This design comes from an exercise in tuning for small area and few clock cycles per item on the open sky130 flow, not from production work.
The RTL was checked by simulation tests, not by an equivalence proof against the original design.
No activity file was given, so power comes from the tool's default toggle rates.

[flow/config.mk]
export PLATFORM = sky130hd
export DESIGN_NAME = mesh_router_sync
export DESIGN_NICKNAME = mesh_router_sync
export VERILOG_FILES = /design/flow/design.v
export SDC_FILE = /design/flow/constraint.sdc
export NUM_CORES = 4
export LEC_CHECK = 0
export CAP_MARGIN = 20
export CORE_AREA = 2 2 188 188
export DIE_AREA = 0 0 190 190
export SLEW_MARGIN = 20
export SYNTH_HIERARCHICAL = 1
export SYNTH_MINIMUM_KEEP_SIZE = 0
[flow/constraint.sdc]
create_clock -name core_clock -period 7.5 [get_ports {clk}]
set_input_delay 1.5000 -clock core_clock [delete_from_list [all_inputs] [get_ports {clk}]]
set_output_delay 1.5000 -clock core_clock [all_outputs]
set_load 0.01 [all_outputs]
[flow/design.v]
package noc_pkg;
  localparam int NPORT = 5;
  localparam logic [2:0] P_N = 3'd0;
  localparam logic [2:0] P_E = 3'd1;
  localparam logic [2:0] P_S = 3'd2;
  localparam logic [2:0] P_W = 3'd3;
  localparam logic [2:0] P_L = 3'd4;
  typedef enum logic {ROUTE_XY = 1'b0, ROUTE_YX = 1'b1} route_order_e;
  function automatic int x_msb(input int width);
    x_msb = width - 3;
  endfunction
  function automatic int x_lsb(input int width, input int col);
    x_lsb = width - 1 - col;
  endfunction
  function automatic int y_lsb(input int width, input int col, input int row);
    y_lsb = width - col - row;
  endfunction
  function automatic logic is_thermo(input logic [31:0] v, input int w);
    logic [31:0] m;
    m = (32'd1 << (w - 1)) - 32'd1;
    is_thermo = (v & ~(v >> 1) & m) == 32'd0;
  endfunction
endpackage
module router_in_fifo #(
  parameter int WIDTH = 53,
  parameter int DEPTH = 4
) (
  input  logic             clk,
  input  logic             rst,
  input  logic             push,
  input  logic [WIDTH-1:0] push_data,
  input  logic             pop,
  output logic             full,
  output logic             empty,
  output logic [WIDTH-1:0] head
);
  localparam int AW = $clog2(DEPTH);
  logic [AW:0] wp_q, wp_d, rp_q, rp_d;
  logic [WIDTH-1:0] mem_q [DEPTH];
  logic [WIDTH-1:0] mem_d [DEPTH];
  assign empty = wp_q == rp_q;
  assign full = (wp_q[AW] != rp_q[AW]) && (wp_q[AW-1:0] == rp_q[AW-1:0]);
  assign head = mem_q[rp_q[AW-1:0]];
  always_comb begin
    for (int i = 0; i < DEPTH; i++) mem_d[i] = mem_q[i];
    if (push) mem_d[wp_q[AW-1:0]] = push_data;
    wp_d = wp_q + (AW+1)'(push);
    rp_d = rp_q + (AW+1)'(pop & !empty);
  end
  always_ff @(posedge clk or posedge rst)
    if (rst) begin
      wp_q <= '0;
      rp_q <= '0;
    end else begin
      wp_q <= wp_d;
      rp_q <= rp_d;
    end
  always_ff @(posedge clk)
    for (int i = 0; i < DEPTH; i++) mem_q[i] <= mem_d[i];
endmodule
module mesh_router_sync #(
  parameter int ROW          = 4,
  parameter int COL          = 4,
  parameter int FILTER_WIDTH = 8,
  parameter int WIDTH        = 13 + 5 * FILTER_WIDTH,
  parameter int DEPTH        = 4,
  parameter int ROUTE_ORDER  = 0
) (
  input  logic                 clk,
  input  logic                 rst,
  input  logic [4:0]           in_valid,
  output logic [4:0]           in_ready,
  input  logic [5*WIDTH-1:0]   in_data,
  output logic [4:0]           out_valid,
  input  logic [4:0]           out_ready,
  output logic [5*WIDTH-1:0]   out_data,
  output logic                 err_pulse,
  output logic [7:0]           drop_cnt
);
  logic [4:0] bad, drop, vq, vd, ld;
  logic [4:0] req [5];            
  logic [4:0] gnt [5];            
  logic [1:0] ptr_q [5];
  logic [1:0] ptr_d [5];
  logic [WIDTH-1:0] oq [5];
  logic [WIDTH-1:0] od [5];
  logic [2:0] ndrop;
  logic [8:0] sum;
  logic [7:0] cnt_q;
  logic err_q;
  always_comb
    for (int p = 0; p < 5; p++) begin
      logic [WIDTH-1:0] h;
      logic okx, oky;
      logic [2:0] d;
      h = in_data[p*WIDTH +: WIDTH];
      okx = !(h[49] & !h[50]) & !(h[48] & !h[49]);
      oky = !(h[46] & !h[47]) & !(h[45] & !h[46]);
      d = h[50] ? (h[52] ? noc_pkg::P_E : noc_pkg::P_W)
        : h[47] ? (h[51] ? noc_pkg::P_N : noc_pkg::P_S) : noc_pkg::P_L;
      bad[p] = !okx | !oky | d == 3'(p);
      drop[p] = in_valid[p] & bad[p];
      for (int o = 0; o < 5; o++) req[o][p] = in_valid[p] & !bad[p] & d == 3'(o);
    end
  for (genvar o = 0; o < 5; o++) begin : g_arb
    logic [3:0] r, g;
    for (genvar j = 0; j < 4; j++) begin : g_req
      assign r[j] = req[o][(o + 1 + j) % 5];
      assign gnt[o][(o + 1 + j) % 5] = g[j];
    end
    assign gnt[o][o] = 1'b0;
    router_rr4 u_arb (
      .r(r), .ptr(ptr_q[o]), .free(!vq[o] | out_ready[o]), .g(g), .ld(ld[o]), .ptr_d(ptr_d[o])
    );
  end
  logic [WIDTH-1:0] cand [5][4];    
  always_comb
    for (int o = 0; o < 5; o++)
      for (int j = 0; j < 4; j++) begin
        logic [WIDTH-1:0] m;
        m = in_data[((o + 1 + j) % 5)*WIDTH +: WIDTH];
        cand[o][j] = m;
        case (o)
          1, 3: begin
            cand[o][j][52] = o == 1;
            cand[o][j][50:48] = {m[49:48], 1'b0};
          end
          0, 2: begin
            cand[o][j][51] = o == 0;
            cand[o][j][50:48] = 3'b000;
            cand[o][j][47:45] = {m[46:45], 1'b0};
          end
          default: cand[o][j][50:45] = 6'b0;
        endcase
      end
  for (genvar o = 0; o < 5; o++) begin : g_out
    logic [3:0] gs;
    for (genvar j = 0; j < 4; j++) begin : g_sel
      assign gs[j] = gnt[o][(o + 1 + j) % 5];
    end
    for (genvar b = 0; b < WIDTH; b++) begin : g_bit
      router_xbar_bit u_x (
        .d({cand[o][3][b], cand[o][2][b], cand[o][1][b], cand[o][0][b]}),
        .g(gs), .h(!ld[o]), .q(oq[o][b]), .y(od[o][b])
      );
    end
  end
  always_comb
    for (int o = 0; o < 5; o++) begin
      vd[o] = ld[o] | (vq[o] & !out_ready[o]);
      out_data[o*WIDTH +: WIDTH] = oq[o];
      case (o)
        1, 3: begin out_data[o*WIDTH+52] = o == 1; out_data[o*WIDTH+48] = 1'b0; end
        0, 2: begin out_data[o*WIDTH+51] = o == 0; out_data[o*WIDTH+48 +: 3] = 3'b0; out_data[o*WIDTH+45] = 1'b0; end
        default: out_data[o*WIDTH+45 +: 6] = 6'b0;
      endcase
    end
  always_comb begin
    for (int p = 0; p < 5; p++) begin
      in_ready[p] = bad[p];
      for (int o = 0; o < 5; o++) in_ready[p] = in_ready[p] | gnt[o][p];
    end
    ndrop = 3'(drop[0]) + 3'(drop[1]) + 3'(drop[2]) + 3'(drop[3]) + 3'(drop[4]);
    sum = 9'(cnt_q) + 9'(ndrop);
  end
  assign out_valid = vq;
  assign err_pulse = err_q;
  assign drop_cnt = cnt_q;
  always_ff @(posedge clk or posedge rst)
    if (rst) begin
      vq <= '0;
      err_q <= 1'b0;
      cnt_q <= '0;
      for (int o = 0; o < 5; o++) ptr_q[o] <= '0;
    end else begin
      vq <= vd;
      err_q <= |drop;
      cnt_q <= sum[8] ? 8'hff : sum[7:0];
      for (int o = 0; o < 5; o++) ptr_q[o] <= ptr_d[o];
    end
  always_ff @(posedge clk)
    for (int o = 0; o < 5; o++) oq[o] <= od[o];
endmodule
module router_xbar_bit (
  input  logic [3:0] d,
  input  logic [3:0] g,
  input  logic       h,
  input  logic       q,
  output logic       y
);
  assign y = |(d & g) | (h & q);
endmodule
module router_rr4 (
  input  logic [3:0] r,
  input  logic [1:0] ptr,
  input  logic       free,
  output logic [3:0] g,
  output logic       ld,
  output logic [1:0] ptr_d
);
  logic [1:0] w;
  logic any;
  always_comb begin
    w = '0;
    any = 1'b0;
    for (int k = 3; k >= 0; k--)
      if (r[2'(ptr + 2'(k))]) begin
        w = 2'(ptr + 2'(k));
        any = 1'b1;
      end
    ld = any & free;
    g = '0;
    if (ld) g[w] = 1'b1;
    ptr_d = ld ? w + 2'd1 : ptr;
  end
endmodule
[flow/flow/run.sh]
#!/bin/bash
# Standard ORFS layout (the standard.sh), with two changes made through ORFS's own
# variables: single-drive buffers on the I/O ports, and a clock tree of clkbuf_4/clkbuf_8
# without dummy loads.
set -euo pipefail
export BUFFER_PORTS_ARGS="-buffer_cell sky130_fd_sc_hd__buf_1"
export CTS_ARGS="-sink_clustering_enable -repair_clock_nets -dont_use_dummy_load -buf_list {sky130_fd_sc_hd__clkbuf_4 sky130_fd_sc_hd__clkbuf_8} -sink_clustering_size 20 -sink_clustering_max_diameter 60"
bash standard.sh > standard.log 2>&1
[flow/standard.sh]
#!/bin/bash
# synth_recipe.tcl (not shown) runs the flow's synth.tcl, then flattens the netlist and writes it again
# the make line also repeats each setting of config.mk as NAME=value (left out here)
make -C /OpenROAD-flow-scripts/flow DESIGN_CONFIG=/design/flow/config.mk WORK_HOME=/design/flow/orfs CLKGATE_MAP_FILE= SYNTH_SCRIPT=/design/flow/synth_recipe.tcl "${@:-finish}"
==> flow_summary.ini, run 1 <==
[status]
status = no timing/DRC/antenna violations

[synthesis]
yosys_register_bits = 269
synthMuxAreaShare_pct = 0.479
yosysSeqAreaShare_pct = 43.9
ys_warn_count = 20
synth_top_family_by_area = compound AO/OA/AOI/OAI gates
synth_compound_area_share_pct = 37.8
synthArstFlopShare_pct = 8.92
synthCells = 1283
synth_edf_count = 0
synth_top_flop_cell = dfxtp_1
synthDistinctLibCells = 44
yosys.area_share.adder_pct = 1.48
synthXorXnorAreaFrac_pct = 0.209
synth_simple_gate_area_share_pct = 13.5
synth_area_um2 = 12500
avgSynthCellArea_um2 = 9.78

[global_routing]
antenna_found_initial = 11
first_global_vias = 15200
gr-total-overflow = 0
grt_pass1_wl_um = 99200
grt_usage_pct = 36.4
grt_max_degree = 52

[routing]
vias_per_cell = 6.90
drtIter0Drc = 3314
route.detailed.drc = 0
firstDrtPassIters = 14
drt-total-wl_um = 70000
wl_per_cell_um = 30.0
postRouteAntennaNets = 0
num_vias = 16100

[place]
io_buffers = 540
dpl.hpwl_um = 41700
gp_congestion = 0.928

[cts]
ctsHoldBuffers = 0
cts_tree = yes
post_cts_resized = 0
cts_buffer_depth = 3
numCtsBuffers = 28
clock_latency_ns = 0.63
post-cts-setup-buffers = 0
h-tree-depth = 1
cts_sinks = 269
cts.clk_slew.worst_paths_ns = 0.08
cts-root-buf = clkbuf_8

[power_and_ir_drop]
power_density_nw_per_um2 = 295
ir_worst_vdd_mv = 0.183
p_leak_nw = 6.37

[sta]
final-hold-violation-count = 0
rsz0062_at_grt = no
setup_viol = 0
tns_ns = 0
finClkSkew_ns = 0.0583
worstMarginPinSlew_ns = 0.984
hold_ws_ns = 0.471
finalCriticalPeriod_ns = 6.04
period_share_pct = 80.5
relSlewSlack_pct = 34.4
fmax_mhz = 166
slew_viol_final = 0

[worst_setup_path]
endpoint = in_ready[0]
worstRegToRegCells = 6
r2r_slack_ns = 4.57
crit_type = in -> out
startpoint_type = primary input
required_ns = 6.00
r2r-start = ptr_q[3][1]
cp-startpoint = in_data[98]
critPathCaptureType = output pin
path_max_fanout = 5
r2r-end = oq[3][24]
arrival_ns = 4.54

[floorplan]
die-area_um2 = 36100
die_h_um = 190
ios = 561
initial_core_util_pct = 36.6
num_rows = 68
die_x_um = 190
core_um2 = 34300

[hold_path]
min_path_type = reg -> reg
hold_depth = 2

[finish]
nNetsFinal = 2161
drive_above_1_share_pct = 5.24
synthToLayoutAreaGrowth_pct = 25.0

[job]
max-cap-violations = 0
==> flip-flops by register name, summed over array words and instances, names as in the netlist <==
register,cells
cnt_q,8
err_q,1
oq,245
ptr_q,10
vq,5
==> modules after synthesis (local to each module, per instance) <==
module            cells inside  copies in the design  flops+latches
mesh_router_sync           423                     1            269
router_xbar_bit              3                   245              0
router_rr4                  25                     5              0
==> critical path, stage by stage <==
cell	delay (ns)
buf_1	0.14
o21ai_0	0.43
nand4b_1	0.26
nor3b_1	0.52
mux2i_1	0.15
a222oi_1	0.76
nor3b_2	0.12
nor4_1	0.36
nand2b_1	0.15
buf_1	0.15
==> cells in the mapped netlist, types with 6 or more instances <==
master	number	area (um2)
nand2_1	285	1070
a222oi_1	250	2500
a22oi_1	245	1840
dfxtp_1	245	4900
nor2_1	28	105
inv_1	26	97.6
dfrtp_1	24	601
buf_4	20	150
a21oi_1	19	95.1
nand2b_1	17	106
o21ai_0	11	55.1
ha_1	10	125
nor3b_1	7	52.6
nor4_1	7	43.8
a211oi_2	6	75.1
and2_1	6	37.5
mux2i_1	6	60.1
nor3_1	6	30.0
nor3b_2	6	75.1
==> metal layers <==
layer	track usage (%)	up-vias	share of wire, %
met5	0	-	0.019
met4	19.8	2	5.8
met3	11.7	301	15
met2	56.2	1556	44
met1	44.9	7601	35
li1	-	6651	-
==> cell usage in the layout (no fill, tap or decap), drive strengths merged, types with 4 or more instances in the layout <==
| master | Yosys | final |
|---|---|---|
| nor2 | 28 | 28 |
| dfxtp | 245 | 245 |
| conb | 2 | 20 |
| and3 | 4 | 4 |
| nor3 | 6 | 6 |
| nor2b | 4 | 4 |
| diode | 0 | 10 |
| o22ai | 5 | 5 |
| and2 | 6 | 6 |
| o21ai | 11 | 11 |
| nor4 | 7 | 7 |
| mux2i | 6 | 6 |
| a21oi | 19 | 19 |
| inv | 31 | 31 |
| o41ai | 5 | 5 |
| nand2 | 285 | 285 |
| a22oi | 245 | 245 |
| nor3b | 13 | 13 |
| a222oi | 250 | 250 |
| buf | 25 | 565 |
| a211oi | 6 | 6 |
| ha | 10 | 10 |
| clkbuf | 0 | 28 |
| nand2b | 17 | 17 |
| dfrtp | 24 | 24 |
==> layout make-up <==
type,instances,area [um2]
tap,455,569
timing repair buffer,565,2210
inverter,31,116
fill,3477,18600
multi-input combinational,976,6870
clock buffer,28,385
sequential,269,5510
antenna,10,25.0
==> worst min-delay path by stage <==
| stage | from | to |
|---|---|---|
| after floorplan | oq[0][0] | oq[0][0] |
| after global placement | oq[3][14] | oq[3][14] |
| after detailed placement | oq[0][6] | oq[0][6] |
| after CTS | oq[0][14] | oq[0][14] |
| after global routing | oq[4][12] | oq[4][12] |
| final | oq[0][14] | oq[0][14] |
==> cell families after synthesis <==
logic type / count (synthesis)
xor gates and xnor gates: 3
buffers and inverters: 56
and+or+nand+nor: 385
adders and majority gates: 13
AOI/OAI and AO/OA: 549
muxes: 6
other: 2
DFF: 269
==> metrics by stage <==
step	instance area, um2	power, mW	utilization [%]	worst slack [ns]	instances
final	15700	4.64	45.8	1.46	2334
after global routing	15700	4.87	45.8	1.24	2333
after CTS	15700	4.60	45.7	1.52	2324
after detailed placement	15300	3.75	44.6	1.50	2296
after global placement	15300	3.73	44.6	1.61	2296
after floorplan	12600	3.01	-	0.0566	1301
==> where the power goes <==
part	internal (mW)	switching [mW]	total, mW	leakage [nW]
clock network	0.330	0.529	0.858	0.201
logic	0.552	0.994	1.55	3.83
registers	1.92	0.313	2.23	2.34
Testbench counts, summed over its fixed seeds: cycles 2,718, flits 8,000.
==> run 2: changes to the inputs <==
--- a/flow/design.v
+++ b/flow/design.v
@@ -198,19 +198,14 @@
   output logic       ld,
   output logic [1:0] ptr_d
 );
-  logic [1:0] w;
-  logic any;
+  logic [3:0] m, hi, c;
   always_comb begin
-    w = '0;
-    any = 1'b0;
-    for (int k = 3; k >= 0; k--)
-      if (r[2'(ptr + 2'(k))]) begin
-        w = 2'(ptr + 2'(k));
-        any = 1'b1;
-      end
-    ld = any & free;
-    g = '0;
-    if (ld) g[w] = 1'b1;
-    ptr_d = ld ? w + 2'd1 : ptr;
-  end
-endmodule
+    m = 4'b1111 << ptr;
+    hi = r & m;
+    c = |hi ? (hi & ~{hi[2:0] | {hi[1:0] | {hi[0], 1'b0}, 1'b0}, 1'b0})
+            : (r & ~{r[2:0] | {r[1:0] | {r[0], 1'b0}, 1'b0}, 1'b0});
+    ld = |r & free;
+    g = ld ? c : 4'b0;
+    ptr_d = ld ? {c[1] | c[2], c[0] | c[2]} : ptr;
+  end
+endmodule
--- a/flow/config.mk
+++ b/flow/config.mk
@@ -8,6 +8,7 @@
 export CAP_MARGIN = 20
 export CORE_AREA = 2 2 188 188
 export DIE_AREA = 0 0 190 190
+export PLACE_DENSITY = 0.45
 export SLEW_MARGIN = 20
 export SYNTH_HIERARCHICAL = 1
 export SYNTH_MINIMUM_KEEP_SIZE = 0
==> run 2 against run 1 <==
Against the previous run:
- critical endpoint unchanged
- first-iteration DRC count decreased by 14%
- still clean on timing, DRC and antenna
- sequential share of layout area up 0.26 points
- critical path depth did not move
==> flow_summary.ini, run 2 <==
[worst_setup_path]
critPathCaptureType = output pin
crit_type = in -> out
r2r-start = ptr_q[1][0]
required_ns = 6.00
path_max_fanout = 5
startpoint_type = primary input
cp-startpoint = in_data[206]
crit_chain = buf_1 > a21oi_1 > or4b_4 > nor3b_2 > a21oi_1 > o2111ai_1 > inv_2 > nor4_1 > nand2b_1 > buf_1
slowest_stage = or4b_4
arrival_ns = 4.15
max_stage_delay_ns = 0.58

[global_routing]
antenna_found_initial = 13
first_global_vias = 15200
grt_max_degree = 52
grt_pass1_wl_um = 101000
grt_usage_pct = 37.2
gr-total-overflow = 0

[synthesis]
avgSynthCellArea_um2 = 9.72
yosys_register_bits = 269
synth_edf_count = 0
yosysMostFrequentCell = nand2_1
synth_top_area_share_pct = 39.5
synth_top_flop_cell = dfxtp_1
synthArstFlopShare_pct = 8.92
synthDistinctLibCells = 49
synth_area_leader_cell = dfxtp_1
ys_warn_count = 20
synthCells = 1278
synth_common_cells = nand2_1, a222oi_1, a22oi_1, dfxtp_1, inv_1
synth_area_leaders = dfxtp_1, a222oi_1, a22oi_1
yosysSeqAreaShare_pct = 44.3
synth_area_um2 = 12400

[floorplan]
die-area_um2 = 36100
die_x_um = 190
ios = 561
num_rows = 68
initial_core_util_pct = 36.2
die_h_um = 190
core_um2 = 34300

[hold_path]
min_path_type = reg -> reg
worstHoldStart = oq[4][25]

[sta]
rsz0062_at_grt = no
setup_viol = 0
period_share_pct = 75.3
relSlewSlack_pct = 37.8
finalCriticalPeriod_ns = 5.65
worstMarginPinSlew_ns = 0.932
setup_slack_ns = 1.85
final-hold-violation-count = 0
tns_ns = 0
finClkSkew_ns = 0.0689
fmax_mhz = 177
slew_viol_final = 0

[routing]
num_vias = 15700
wl_per_cell_um = 30.4
vias_per_cell = 6.74
route.detailed.drc = 0
firstDrtPassIters = 12
postRouteAntennaNets = 0
drtIter0Drc = 2864
drt-total-wl_um = 71000

[place]
place_area_um2 = 15100
io_buffers = 540
dp_slack_ns = 1.88
gp_congestion = 0.930
dpl.hpwl_um = 42800

[cts]
clock_latency_ns = 0.64
cts_sinks = 269
post_cts_resized = 0
cts.clk_slew.worst_paths_ns = 0.06
post-cts-setup-buffers = 0
numCtsBuffers = 31
h-tree-depth = 1
cts_tree = yes
ctsHoldBuffers = 0
cts-root-buf = clkbuf_8
cts_buffer_depth = 3

[finish]
drive_above_1_share_pct = 4.87
fillers = 3581
final_common_cell = buf_1
top_regs = oq (245), ptr_q (10), cnt_q (8)
nNetsFinal = 2155
fin_util_pct = 45.4
final_cell_mix = buf_1, nand2_1, a222oi_1, a22oi_1, dfxtp_1
largest_reg_flops = 245
synthToLayoutAreaGrowth_pct = 25.3
top_register = oq
final_cell_area_um2 = 15600

[power_and_ir_drop]
power_density_nw_per_um2 = 284
ir_worst_vdd_mv = 0.180
p_leak_nw = 6.47

[job]
max-cap-violations = 0

[status]
status = no timing/DRC/antenna violations
## run 2: cell types whose count changed after synthesis, sizes merged, moves of 10 or more
cell	before	now
inv	31	41
nand2	285	275
nor2	28	18
nor3b	13	3
o211ai	0	10
## run 2: final cells by class
class,count,area [um2],share of cell area (%)
repair buffers,566,2220,14.3
flip-flops and latches,269,5510,35.4
diodes,11,27.5,0.177
multi-input cells,961,6670,42.8
well taps,455,569,3.66
clock buffers,31,427,2.74
inverters,41,154,0.988
## run 2: worst max-delay path, delay by kind of cell
kind                   cells  cell delay [ns]
AO/OA/AOI/OAI              3             0.67
buffers and inverters      3             0.44
AND/OR/NAND/NOR            4             1.52
## run 2: modules after synthesis, one instance, submodules excluded
module | area, um2 | cells inside
mesh_router_sync | 6490 | 423
router_rr4 | 145 | 24
router_xbar_bit | 21.3 | 3
## run 2: cells by family (layout without fill, tap and decap cells)
group	count (synthesis)	in the layout	share of synthesized area (%)
other	2	31	0.0604
XOR/XNOR	8	8	0.564
flip-flops	269	269	44.3
AND/OR/NAND/NOR	360	360	12.5
buffers and inverters	66	638	2.65
multiplexers	1	1	0.0805
AO/OA/AOI/OAI	564	564	38.9
adder cells (fa/ha/maj)	8	8	0.987
## run 2: final timing paths
kind                               endpoint  cells after the start  slack, ns
worst max-delay path            in_ready[0]                     10       1.85
worst min-delay path              oq[4][25]                      2       0.47
worst max register to register    oq[1][16]                      7       5.19
worst min register to register    oq[4][25]                      2       0.47
max in group asynchronous       ptr_q[3][0]                      3       6.27
min in group asynchronous       ptr_q[3][1]                      3       0.91
## run 2: per-layer routing
metal | up-vias | routed length [um] | GRT usage (%)
met2 | 1254 | 33500 | 61.0
met3 | 162 | 8510 | 9.92
met1 | 7649 | 26100 | 45.4
met5 | - | 13 | 0
li1 | 6653 | - | -
met4 | 2 | 2890 | 17.6
## run 2: through the flow
stage,cells,total power [mW],hold WS (ns)
detailed placement,2292,3.53,0.452
CTS,2323,4.42,0.467
global route,2331,4.66,0.489
finish,2334,4.43,0.466
floorplan,1296,2.85,0.510
global placement,2292,3.53,0.449
## run 2: where the power goes
part	internal, mW	switching [mW]	total (mW)
Clock	0.364	0.533	0.897
Combinational	0.494	0.872	1.37
Sequential	1.86	0.310	2.17
Total	2.71	1.71	4.43
Testbench counts of run 2, summed over its fixed seeds: cycles 2,718, flits 8,000.

## static timing again, ports no longer ideal
The results above use ideal ports. As a check the final layouts listed here were re-extracted and re-timed, cells and wires unchanged. Step 1 assumes that a clkbuf_16 drives the clock port and a buf_2 every other input. Step 2 adds t to the input delays and takes it off the output delays; t is the mean of the earliest and latest rising clock arrival at the registers after step 1. Input paths then give back, and output paths get back, about the clock's delay inside the block. Three values: ideal, step 1, step 2; two values: the first two.
run | t, ns | setup WS [ns] | worst register clock-pin slew, ns | pins driven straight from the clock port
run 1 | 0.653 | 1.460 / 1.440 / 1.440 | 0.10 / 0.10 | 1
run 2 | 0.656 | 1.852 / 1.830 / 1.830 | 0.11 / 0.11 | 1
After both steps every run listed still meets setup and hold. The setup slack of run 2, which loses most, moves by -0.022 ns with the drivers and by -0.022 ns with both steps.
